Background: an optimization exercise with open tools, aiming at small area, a short achievable clock period and few clock cycles per item. Do not read the settings as production practice.
Where RTL was checked, it was by simulation tests only, not by an equivalence proof against the original.

// circular_alpha_mask_premultiply_unit
module circular_alpha_mask_premultiply_unit (
  input  logic        clk,
  input  logic        rst_n,
  input  logic        cfg_we,
  input  logic [11:0] cfg_wdata,
  input  logic        in_valid,
  output logic        in_stall,
  input  logic [11:0] in_pos_x,
  input  logic [11:0] in_pos_y,
  input  logic [7:0]  in_blue_in,
  input  logic [7:0]  in_green_in,
  input  logic [7:0]  in_red_in,
  input  logic [7:0]  in_alpha_in,
  output logic        out_valid,
  input  logic        out_stall,
  output logic [7:0]  out_blue_out,
  output logic [7:0]  out_green_out,
  output logic [7:0]  out_red_out,
  output logic [7:0]  out_alpha_out,
  output logic [1:0]  out_region
);
For scale: roughly 790 flip-flops, about 110 I/O pins.
Settings: LEC_CHECK=0, CAP_MARGIN=20, CORE_MARGIN=2, CORE_UTILIZATION=60, SETUP_SLACK_MARGIN=3.5, SLEW_MARGIN=20; clock period 7.5 ns.
run.sh (not shown) runs the stock make flow with config.mk's settings and CLKGATE_MAP_FILE= SYNTH_SCRIPT=/design/flow/synth_recipe.tcl, a recipe that flattens the netlist after the stock synthesis.
The first run produced a clean layout.
Rerun with:
CORE_UTILIZATION = 40   (was 60)
Effect: Area after synthesis stays the same. Routed wire length is higher by about 4%. Final area is higher by 2.3%. Worst setup slack loses 0.0094 ns. Final cell count is higher by about 10%. Global-route usage is lower by 7.6 points. Worst hold slack gains 0.0062 ns. Core utilization is lower by 23 points. Synthesized cell count stays the same. Flip-flop and latch count does not change.
No functional check of the RTL was part of any run of this note.


Another version of the RTL of circular_alpha_mask_premultiply_unit (not shown whole).
Size in the first run: ~110 I/O pins, ~0.058 mm² of cells after synthesis.
clock: 7.5 ns
lec_check: 0
cap_margin: 20
core_margin: 2
core_utilization: 60
cts_cluster_diameter: 100
cts_cluster_size: 24
setup_slack_margin: 3.4
slew_margin: 20
Testbench counts at the start, summed over its fixed seeds: cycles 12,400, items 12,288.
Next try:
SETUP_SLACK_MARGIN = 3.8   (was 3.4)
Result:
- synthesized cell count is unchanged
- die area does not change
- cell area increases by 4.0%
- count of clock-buffer cells in the layout decreases by 4
Next try:
SETUP_SLACK_MARGIN = 3.9   (was 3.8)
After rerunning:
- clock-buffer cell count is unchanged
- first-iteration DRC count drops by 5.3%
- clock skew shrinks by 0.014 ns
- register-to-register slack degrades by 0.03 ns
- synthesized cell count is unchanged
- worst setup slack degrades by 0.033 ns
- global-route usage climbs by 0.34 points
Next try:
SETUP_SLACK_MARGIN = 3.8   (was 3.9)
TNS_END_PERCENT = 5   (was not set)
What happened: The new run produced a clean layout; non-clock buffer count shrinks by 129; die area does not change; area after synthesis is unchanged; clock-buffer cell count fell by 5.


## red
Starting RTL as in the previous note.
==> flow/config.mk <==
export PLATFORM = sky130hd
export DESIGN_NAME = circular_alpha_mask_premultiply_unit
export DESIGN_NICKNAME = circular_alpha_mask_premultiply_unit
export VERILOG_FILES = /design/flow/design.v
export SDC_FILE = /design/flow/constraint.sdc
export NUM_CORES = 4
export LEC_CHECK = 0
export CAP_MARGIN = 20
export CORE_MARGIN = 2
export CORE_UTILIZATION = 60
export SETUP_SLACK_MARGIN = 4.0
export SLEW_MARGIN = 20
==> flow/constraint.sdc <==
create_clock -name core_clock -period 7.5 [get_ports {clk}]
set_input_delay 1.5000 -clock core_clock [delete_from_list [all_inputs] [get_ports {clk}]]
set_output_delay 1.5000 -clock core_clock [all_outputs]
set_load 0.01 [all_outputs]
Testbench counts of red, summed over its fixed seeds: cycles 12,400, items 12,288.
Relative to red, the following input files were edited for blue:
- setting CTS_CLUSTER_SIZE to 24 for the first time
- changing SETUP_SLACK_MARGIN from 4.0 to 3.7
- setting CTS_CLUSTER_DIAMETER to 100 for the first time
[summary]
- The count of multi-input combinational gates was comparable across blue and red.
- blue against red; post-cts gate resize count is down by more than half.
- Between blue and red, it is blue whose global-route wire length before repair is lower, by about 5.4%.
- Taking red as the reference, in blue portion of the clock cycle consumed by the worst path in the final layout has remained practically unchanged; detailed route wirelength on metal3 has decreased; number of rows created at floorplan has remained practically unchanged; overall fraction of global-route tracks in use has decreased.
- In the flow results for blue and red, the largest net degree at the start of global routing is larger on blue.
- On worst setup slack, blue does worse than red.
Input-level comparison between green and blue:
- CTS_CLUSTER_SIZE no longer set, was 24
- SETUP_SLACK_MARGIN now 3.8, was 3.7
- SLEW_MARGIN now 5, was 20
- CTS_CLUSTER_DIAMETER no longer set, was 100
- CAP_MARGIN now 5, was 20
## What came out
Between blue and green, max-slew headroom at the worst pin decreased. Going from blue to green, number of standard cells in the layout, taps in and fillers out went up by 135, final area went up by 3.8%, wire length went up by 4.9%, number of H-tree branching levels went up by 1. For green, the uppermost metal layer occupied by signal nets was met5, unlike blue, where it was met4. The via count reported for green is higher than the one for blue. blue -> green: post-synthesis mux area share delta 0, exact match. Maximum number of pins on one net before global-route repair, green vs blue: down by more than a quarter.
--- input diff green..orange ---
- setting CTS_CLUSTER_SIZE to 24 for the first time
- setting PLACE_DENSITY to 0.75 for the first time
- setting CTS_CLUSTER_DIAMETER to 100 for the first time
- changing CORE_UTILIZATION from 60 to 70
- changing SLEW_MARGIN from 5 to 20
- changing CAP_MARGIN from 5 to 20
==> comparison <==
green → orange: total iterations of the first detailed-routing run +1, cell area -1400 um2, clock period minus final worst setup slack +0.18 ns, average wire length per cell after detail routing +about 3.4%. orange reports its endpoint of the most critical setup path as ua3[10] while green reports ra2[15]. Wire: orange routes less than green. The run with more setup slack is green; orange has less.
## Diff of input files: purple against orange
- SETUP_SLACK_MARGIN: 3.8 -> 3.6
- PLACE_DENSITY: 0.75 -> unset
- CORE_UTILIZATION: 70 -> 60
### Flow results
Compared with orange, purple shows a fill cell total of the finished layout that is 2618 higher. Diff orange -> purple | length of routed met2 wiring | down by a few percent. In the tables for orange and purple, largest driver fanout on the critical path reads higher with purple. As of purple, via count normalized by instance count had fallen by a few percent compared to orange. Delta(slew of the pin with the lowest slew margin, purple - orange) > 0.

[what the ideal ports hide]
No port has a modelled driver above. Below, the same layouts with a new extraction and two added sets of constraints. Step 1: set_driving_cell puts a clkbuf_16 on clk and a buf_2 on each other input, an assumption about the parent block. Step 2 also shifts input and output timing later by t, the mid clock arrival at the registers, as if the neighbouring blocks saw the same clock. Slacks: ideal / step 1 / step 2; pairs: ideal / step 1.
run	shift t [ns]	setup WS [ns]	hold WS [ns]	worst slew at a driven data input, ns
the first run of note 1	0.738	2.996 / 2.996 / 2.951	0.371 / 0.371 / 0.371	0.05
the second run of note 1	0.766	2.987 / 2.987 / 2.972	0.378 / 0.378 / 0.378	0.09
the first run of note 2	0.716	3.481 / 3.458 / 2.936	0.415 / 0.415 / 0.415	0.05
the second run of note 2	0.721	3.768 / 3.768 / 3.321	0.401 / 0.401 / 0.401	0.07
the third run of note 2	0.734	3.734 / 3.734 / 3.487	0.413 / 0.413 / 0.413	0.07
the fourth run of note 2	0.718	3.707 / 3.707 / 3.079	0.418 / 0.418 / 0.418	0.05
red	0.762	3.751 / 3.751 / 3.479	0.405 / 0.405 / 0.405	0.11
blue	0.729	3.746 / 3.746 / 3.207	0.414 / 0.414 / 0.414	0.05
green	0.739	3.748 / 3.748 / 3.395	0.410 / 0.410 / 0.410	0.07
orange	0.704	3.568 / 3.568 / 3.326	0.413 / 0.413 / 0.413	0.15
purple	0.728	3.647 / 3.647 / 3.371	0.415 / 0.415 / 0.415	0.05
After both steps setup and hold are still met in every run listed. The setup slack of the fourth run of note 2, which loses most, moves by 0.000 ns with the drivers and by -0.628 ns with both steps.
